This is an optimization exercise on Yosys and OpenROAD, whose aim is small area, a short achievable clock period and few clock cycles per item, not a production implementation. For this run, only the layout was checked, not whether the RTL still works.

==> design.v <==
package muldiv_pkg;
  localparam int unsigned XLEN = 32;
endpackage
module div_step (
  input  logic [36:0] a,
  input  logic [36:0] b,
  input  logic        cin,
  input  logic        sum_neg,    
  input  logic        rneg,       
  output logic        q
);
  logic zero;
  assign zero = ((a ^ b) == {a[35:0] | b[35:0], cin});
  assign q    = rneg ? (sum_neg | zero) : ~sum_neg;
endmodule
import muldiv_pkg::*;
module muldiv_ctrl (
  input  logic            clk,
  input  logic            resetn,
  input  logic            op_valid,
  input  logic [1:0]      mult,
  input  logic [1:0]      div,
  input  logic [1:0]      mfhl,
  input  logic [1:0]      mthl,
  input  logic [XLEN-1:0] src_a,
  input  logic [XLEN-1:0] src_b,
  input  logic            flush,
  output logic            stall,
  output logic            busy,
  output logic [XLEN-1:0] hi,
  output logic [XLEN-1:0] lo,
  output logic [XLEN-1:0] mf_data
);
  logic        busy_q, st_mul, st_dnorm, st_div, st_dfix;
  logic [4:0]  cnt;       
  logic        lastq;     
  logic [32:0] R;         
  logic [31:0] Q;         
  logic [33:0] X;         
  logic        dsub;      
  logic        rneg;      
  logic        qneg;      
  logic        msgn;      
  logic [1:0]  mlen;      
  logic any_op;
  assign any_op  = |{mult, div, mfhl, mthl};
  assign busy    = busy_q;
  assign stall   = op_valid & any_op & busy_q & ~flush;
  assign mf_data = mfhl[1] ? hi : lo;
  function automatic [1:0] blen;
    input [31:0] x;
    input        sg;
    begin
      if (sg && x[31])
        blen = (&x[31:7])  ? 2'd0 :
               (&x[31:15]) ? 2'd1 :
               (&x[31:23]) ? 2'd2 : 2'd3;
      else
        blen = (~|x[31:8])  ? 2'd0 :
               (~|x[31:16]) ? 2'd1 :
               (~|x[31:24]) ? 2'd2 : 2'd3;
    end
  endfunction
  function automatic [5:0] bitlen;
    input [31:0] x;
    reg [15:0] v16;
    reg [7:0]  v8;
    reg [3:0]  v4;
    reg [1:0]  v2;
    reg        z16, z8, z4, z2, z1;
    begin
      z16 = ~|x[31:16];  v16 = z16 ? x[15:0]  : x[31:16];
      z8  = ~|v16[15:8]; v8  = z8  ? v16[7:0] : v16[15:8];
      z4  = ~|v8[7:4];   v4  = z4  ? v8[3:0]  : v8[7:4];
      z2  = ~|v4[3:2];   v2  = z2  ? v4[1:0]  : v4[3:2];
      z1  = ~v2[1];
      bitlen = (z1 & ~v2[0]) ? 6'd0 : (6'd32 - {1'b0, z16, z8, z4, z2, z1});
    end
  endfunction
  function automatic [31:0] mag_up;
    input [31:0] x;
    input        neg;
    begin
      mag_up = neg ? {~x[30:0], 1'b1} : x;
    end
  endfunction
  function automatic [31:0] mag_dn;
    input [31:0] x;
    input        neg;
    begin
      mag_dn = neg ? (~x | 32'd1) : x;
    end
  endfunction
  logic        msg, dsg, sa, sb;
  logic [1:0]  la, lb;
  logic        swap;
  logic [31:0] m_op, x_op;
  logic [31:0] a_mag, b_mag, a_smear;
  logic        div_zero_q;
  assign msg  = mult[0];
  assign dsg  = div[0];
  assign la   = blen(src_a, msg);
  assign lb   = blen(src_b, msg);
  assign swap = (la < lb);
  assign m_op = swap ? src_a : src_b;
  assign x_op = swap ? src_b : src_a;
  assign sa    = dsg & src_a[31];
  assign sb    = dsg & src_b[31];
  assign a_mag = mag_up(src_a, sa);
  assign b_mag = mag_dn(src_b, sb);
  always_comb begin
    a_smear = a_mag;
    a_smear = a_smear | (a_smear >> 1);
    a_smear = a_smear | (a_smear >> 2);
    a_smear = a_smear | (a_smear >> 4);
    a_smear = a_smear | (a_smear >> 8);
    a_smear = a_smear | (a_smear >> 16);
  end
  assign div_zero_q = |(b_mag & ~a_smear);
  logic        m_last, neg3, cin;
  logic [36:0] re, xe, r0, r1, r2, r3;
  logic [36:0] s1, c1, s2, c2, s3, c3;
  logic [37:0] msumw;
  logic [36:0] msum;
  assign m_last = lastq;
  assign neg3   = msgn & m_last;
  assign cin    = st_div ? dsub : (Q[3] & neg3);
  assign re     = {{4{R[32]}}, R};
  assign xe     = {{3{X[33]}}, X};
  assign r0     = (Q[0] | st_div) ? xe : 37'd0;
  assign r1     = (Q[1] & ~st_div) ? {xe[35:0], 1'b0} : 37'd0;
  assign r2     = (Q[2] & ~st_div) ? {xe[34:0], 2'b0} : 37'd0;
  assign r3     = (Q[3] & ~st_div) ? ({xe[33:0], 3'b0} ^ {37{neg3}}) : 37'd0;
  assign s1 = r1 ^ r2 ^ r3;
  assign c1 = {(r1[35:0] & r2[35:0]) | (r1[35:0] & r3[35:0]) | (r2[35:0] & r3[35:0]), 1'b0};
  assign s2 = s1 ^ c1 ^ r0;
  assign c2 = {(s1[35:0] & c1[35:0]) | (s1[35:0] & r0[35:0]) | (c1[35:0] & r0[35:0]), 1'b0};
  assign s3 = s2 ^ c2 ^ re;
  assign c3 = {(s2[35:0] & c2[35:0]) | (s2[35:0] & re[35:0]) | (c2[35:0] & re[35:0]), 1'b0};
  assign msumw = {s3, 1'b1} + {c3, cin};
  assign msum  = msumw[37:1];
  logic [32:0] m_rn;
  logic [31:0] m_qn;
  logic [64:0] m_p;
  logic [31:0] m_hi, m_lo;
  assign m_rn = msum[36:4];
  assign m_qn = {msum[3:0], Q[31:4]};
  assign m_p  = {m_rn, m_qn};
  always_comb begin
    case (mlen)
      2'd3:    {m_hi, m_lo} = m_p[63:0];
      2'd2:    {m_hi, m_lo} = {{7{m_p[64]}},  m_p[64:8]};
      2'd1:    {m_hi, m_lo} = {{15{m_p[64]}}, m_p[64:16]};
      default: {m_hi, m_lo} = {{23{m_p[64]}}, m_p[64:24]};
    endcase
  end
  logic        d_q;
  logic [32:0] d_rn;
  logic [31:0] d_qn;
  logic [5:0]  na, nb, shd;
  logic [33:0] x_norm;
  div_step u_div_step (.a(re), .b(xe), .cin(dsub), .sum_neg(msum[36]), .rneg(rneg), .q(d_q));
  assign d_rn = d_q ? msum[32:0] : R;
  assign d_qn = {Q[30:0], d_q};
  assign na     = bitlen(mag_up(R[31:0], rneg));
  assign nb     = bitlen(mag_dn(X[31:0], X[33]));
  assign shd    = na - nb;
  assign x_norm = (X << shd[4:0]) ^ {34{dsub}};
  always_ff @(posedge clk or negedge resetn) begin
    if (!resetn) begin
      busy_q   <= 1'b0;
      st_mul   <= 1'b0;
      st_dnorm <= 1'b0;
      st_div   <= 1'b0;
      st_dfix  <= 1'b0;
      hi       <= '0;
      lo       <= '0;
    end else if (flush) begin
      busy_q   <= 1'b0;
      st_mul   <= 1'b0;
      st_dnorm <= 1'b0;
      st_div   <= 1'b0;
      st_dfix  <= 1'b0;
    end else if (!busy_q) begin
      if (op_valid) begin
        if (mthl[1]) hi <= src_a;
        if (mthl[0]) lo <= src_a;
        if (|mult) begin
          busy_q <= 1'b1;
          st_mul <= 1'b1;
        end
        if ((|div) && (src_b != 32'd0)) begin
          if (div_zero_q) begin
            hi <= src_a;
            lo <= 32'd0;
          end else begin
            busy_q   <= 1'b1;
            st_dnorm <= 1'b1;
          end
        end
      end
    end else begin
      if (st_mul && m_last) begin
        hi     <= m_hi;
        lo     <= m_lo;
        busy_q <= 1'b0;
        st_mul <= 1'b0;
      end
      if (st_dnorm) begin
        st_dnorm <= 1'b0;
        st_div   <= 1'b1;
      end
      if (st_div && m_last) begin
        st_div <= 1'b0;
        if (qneg) begin
          st_dfix <= 1'b1;
        end else begin
          hi     <= d_rn[31:0];
          lo     <= d_qn;
          busy_q <= 1'b0;
        end
      end
      if (st_dfix) begin
        hi      <= R[31:0];
        lo      <= -Q;
        busy_q  <= 1'b0;
        st_dfix <= 1'b0;
      end
    end
  end
  always_ff @(posedge clk) begin
    if (!busy_q) begin
      if (|mult) begin
        R    <= 33'd0;
        Q    <= m_op;
        X    <= {{2{msg & x_op[31]}}, x_op};
        msgn <= msg & m_op[31];
        mlen <= swap ? la : lb;
        cnt  <= {3'd0, (swap ? la : lb), 1'b1};
        lastq <= 1'b0;
      end else begin
        R    <= {sa, src_a};
        Q    <= 32'd0;
        X    <= {{2{sb}}, src_b};
        dsub <= (sa == sb);
        rneg <= sa;
        qneg <= sa ^ sb;
      end
    end else if (st_mul) begin
      cnt <= cnt - 5'd1;
      lastq <= (cnt == 5'd1);
      R   <= m_rn;
      Q   <= m_qn;
    end else if (st_dnorm) begin
      X   <= x_norm;
      cnt <= shd[4:0];
      lastq <= (shd[4:0] == 5'd0);
    end else if (st_div) begin
      cnt <= cnt - 5'd1;
      lastq <= (cnt == 5'd1);
      R   <= d_rn;
      Q   <= d_qn;
      X   <= {X[33], X[33:1]};
    end
  end
endmodule
==> run.sh <==
#!/bin/bash
# synth_recipe.tcl (not shown) runs the flow's synth.tcl, then flattens the netlist and writes it again
# the make line also repeats each setting of config.mk as NAME=value (left out here)
make -C /OpenROAD-flow-scripts/flow DESIGN_CONFIG=/design/flow/config.mk WORK_HOME=/design/flow/orfs CLKGATE_MAP_FILE= SYNTH_SCRIPT=/design/flow/synth_recipe.tcl finish
==> config.mk <==
export PLATFORM = sky130hd
export DESIGN_NAME = muldiv_ctrl
export DESIGN_NICKNAME = muldiv_ctrl
export VERILOG_FILES = /design/flow/design.v
export SDC_FILE = /design/flow/constraint.sdc
export NUM_CORES = 4
export LEC_CHECK = 0
export ABC_CLOCK_PERIOD_IN_PS = 5000
export CAP_MARGIN = 20
export CORE_MARGIN = 2
export CORE_UTILIZATION = 40
export SETUP_SLACK_MARGIN = 4
export SLEW_MARGIN = 20
==> constraint.sdc <==
create_clock -name core_clock -period 10.0 [get_ports {clk}]
set_input_delay 2.0000 -clock core_clock [delete_from_list [all_inputs] [get_ports {clk}]]
set_output_delay 2.0000 -clock core_clock [all_outputs]
set_load 0.01 [all_outputs]
==> impl_metrics.toml <==
[layout]
fillers = 6268
area_growth_pct = 27.2
drive_gt1_frac = 0.218
multi_input_area_um2 = 21500
regArea_um2 = 5070
fin_util = 0.512
nets = 3828

[global_route]
gr-usage-all-layers = 0.389
grt_antenna_before_repair = 3
grt_overflow = 0
grt_pass1_vias = 28200
grt_max_degree = 74
grt_pass1_wl_mm = 195

[sta]
fin_hold_ws_ps = 542
maxSlewHeadroom = 0.170
fin_setup_tns_ps = 0
fmax_mhz = 157
slew_violations = 0
fin_crit_sh = 0.635
setup_viol = 0
post-route-min-period_ps = 6350
rsz0062_at_grt = "true"
worst_pin_slew_ps = 1230
fin_skew_ps = 24.3
hold_viol = 0

[clock_network]
clk_pin_slew_worst_paths_ps = 100
htreeDepth = 4
cts_buffer_depth = 2
cts_hold_buffers = 0
numCtsBuffers = 17
cts_tree = "done"
clock_sinks = 180
cts-root-buf = "clkbuf_16"
insertion_delay_ps = 500

[run]
drv_cap = 0

[synthesis]
synth_ff_type = "edfxtp_1"
mappedNetlistNets = 3642
synthArstFlopShare = 0.383
ys_seq_elements = 180
syn_area_um2 = 26400
synthSimpleGateAreaFrac = 0.182
synth_area_leader_cell = "edfxtp_1"
syn_area_per_cell_um2 = 7.83
synth_top_family_by_area = "compound AO/OA/AOI/OAI gates"
synth_xor_area_frac = 0.0504
synthCells = 3377
ys_types = 97
synth.area.top_cells = "edfxtp_1 13%, fa_1 7.9%, mux2i_1 6.7%"
synthAdderAreaFrac = 0.119
ys_warn_count = 1
synth_edf_count = 111
yosys.area.top_type_share = 0.126
synth_compound_area_frac = 0.257
synthMuxAreaShare = 0.125
yosysSeqAreaShare = 0.191

[placed_design]
routabilityCongestion = 1.03
port_buffers = 173
hpwl_mm = 93.6

[drt]
drtPass1Iterations = 8
wl_per_cell_um = 31.4
wl_mm = 139
vias_per_cell = 6.94
drc = 0
drt_iter0_markers = 4863
ant_nets = 0
vias = 30800

[setup_path]
path_max_fanout = 7
worstSetupPathType = "flip-flop to flip-flop"
worstPathArrival_ps = 6680
crit_required_ps = 10330
crit_path_start_kind = "flip-flop"
critPathCaptureType = "flip-flop"

[worst_hold_path]
hold_path_class = "flip-flop to flip-flop"

[run_status]
outcome = "complete, no violations"

[floorplanning]
initial_core_util = 0.403
die_height_um = 261
core-area_um2 = 65600
die_x_um = 261
std_cell_rows = 94
num_io_pins = 174
dieArea_um2 = 68200
-- worst max-delay path, stage by stage, from the launching register on --
cell	delay, ps
edfxtp_1	430
buf_6	160
or4_4	540
mux2i_4	180
and4_4	270
buf_4	120
mux2_4	290
mux2_4	310
or2_4	280
o21ai_2	120
a222oi_1	100
buf_4	170
buf_4	130
a21boi_2	130
ha_2	180
inv_2	40
fa_2	700
buf_12	180
buf_12	130
mux4_2	560
nand2_1	110
nand2_2	100
mux2i_2	220
or3_1	180
o31ai_1	90
mux2i_1	150
a211oi_1	290
-- metal layers --
metal,wire (um),up-vias,GRT usage
li1,-,12800,-
met2,56800,2674,0.549
met5,44,-,0.00347
met1,50700,14700,0.513
met3,19100,722,0.100
met4,12700,6,0.280
-- registers in the layout (all words and copies together) (netlist names) --
name      count
X            34
R            33
Q            32
hi           32
lo           32
cnt           5
mlen          2
busy_q        1
dsub          1
lastq         1
msgn          1
qneg          1
rneg          1
st_dfix       1
st_div        1
st_dnorm      1
st_mul        1
-- final timing paths --
path                       cells past startpoint  slack, ps   start     end
max reg2reg                                   26       3650   X[33]   X[17]
min in group asynchronous                      1       1720  resetn  lo[15]
max in group asynchronous                      1       7490  resetn  st_div
max                                           26       3650   X[33]   X[17]
min reg2reg                                    2        540  lo[13]  lo[13]
min                                            2        540  lo[13]  lo[13]
-- cell families after synthesis --
kind of cell	count (synthesis)
and+or+nand+nor	1051
AOI/OAI and AO/OA	1011
xor gates and xnor gates	152
DFF	180
muxes	278
adders and majority gates	189
buffers and inverters	516
-- through the flow --
stage | worst slack (ps) | instance area (um^2) | cells
5_1_grt | 3520 | 33600 | 4440
4_1_cts | 3920 | 31500 | 4361
3_5_place_dp | 2160 | 28800 | 4171
3_3_place_gp | 2300 | 28800 | 4171
6_report | 3650 | 33600 | 4443
2_1_floorplan | 4010 | 26500 | 3377
-- cell usage in the layout (no fill, tap or decap), types with 35 or more instances in the layout --
cell type and instances:
edfxtp_1 111, nand3_1 82, clkdlybuf4s50_1 170, o211ai_1 71, buf_4 249, xor2_1 35, nand4_1 35, nand2_1 420
nor3_1 74, inv_1 178, a21o_1 43, ha_1 57, nor4_1 35, mux2_2 50, a211oi_1 58, dfrtp_1 65
xnor2_1 98, mux2i_1 136, fa_1 103, o21ai_0 169, nor2_1 195, a21oi_1 184, o22ai_1 44
-- final cells by class --
class	instances	area share
tap	864	0.0321
inverter	192	0.0218
multi-input combinational	2686	0.638
timing repair inverter	1	0.000223
sequential	180	0.151
antenna	3	0.000223
clock buffer	20	0.0133
timing repair buffer	485	0.140
clock inverter	12	0.00357
-- synth_stat cells, types with 18 or more instances --
cell,n
o21ai_0,210
nand4_1,34
a211o_1,18
nor4_1,37
edfxtp_1,111
a21o_1,43
buf_1,24
a22oi_1,38
fa_1,104
clkbuf_1,270
a21oi_1,216
mux4_2,33
a31oi_1,37
a221oi_1,26
or4_1,18
o211ai_1,71
mux2_2,68
mux2i_1,176
or3_1,19
nor3_1,85
dfrtp_1,69
o22ai_1,49
a211oi_1,71
o31ai_1,19
nor2_1,219
and3_1,28
xor2_1,41
ha_1,85
nor2b_1,20
nand3_1,83
buf_2,25
xnor2_1,111
nand2_1,438
inv_1,189
-- timing repair --
item / CTS / global route
hold endpoints to repair: 0 / 0
gates resized for setup: 156 / 316
buffers inserted: 146 / 71
setup endpoints to repair: 140 / 131
pin swaps: 47 / 111
cloned: 12 / 8

==> re-timing with driven ports <==
How much do the figures lean on ideal ports? The routed layout below was timed once more, with nothing changed but the port constraints. Step 1 assumes that a clkbuf_16 drives the clock port and a buf_2 every other input. Step 2 moves the port delays by t, midway between the first and last clock arrival at a register: inputs arrive t later, outputs are due t later. That takes back most of the time a late clock gives input paths. Three values: ideal ports, drivers, drivers and shift; two values: the first two.
shift t [ns]: 0.551
setup slack, ns: 3.646 / 3.646 / 3.278
slew at the worst register clock pin (ns): 0.10 / 0.10
worst data-port slew with drivers (ns): 0.05
After both steps setup and hold are still met in this run. For this run, drivers alone change the setup slack by 0.000 ns; drivers and shift together by -0.368 ns.
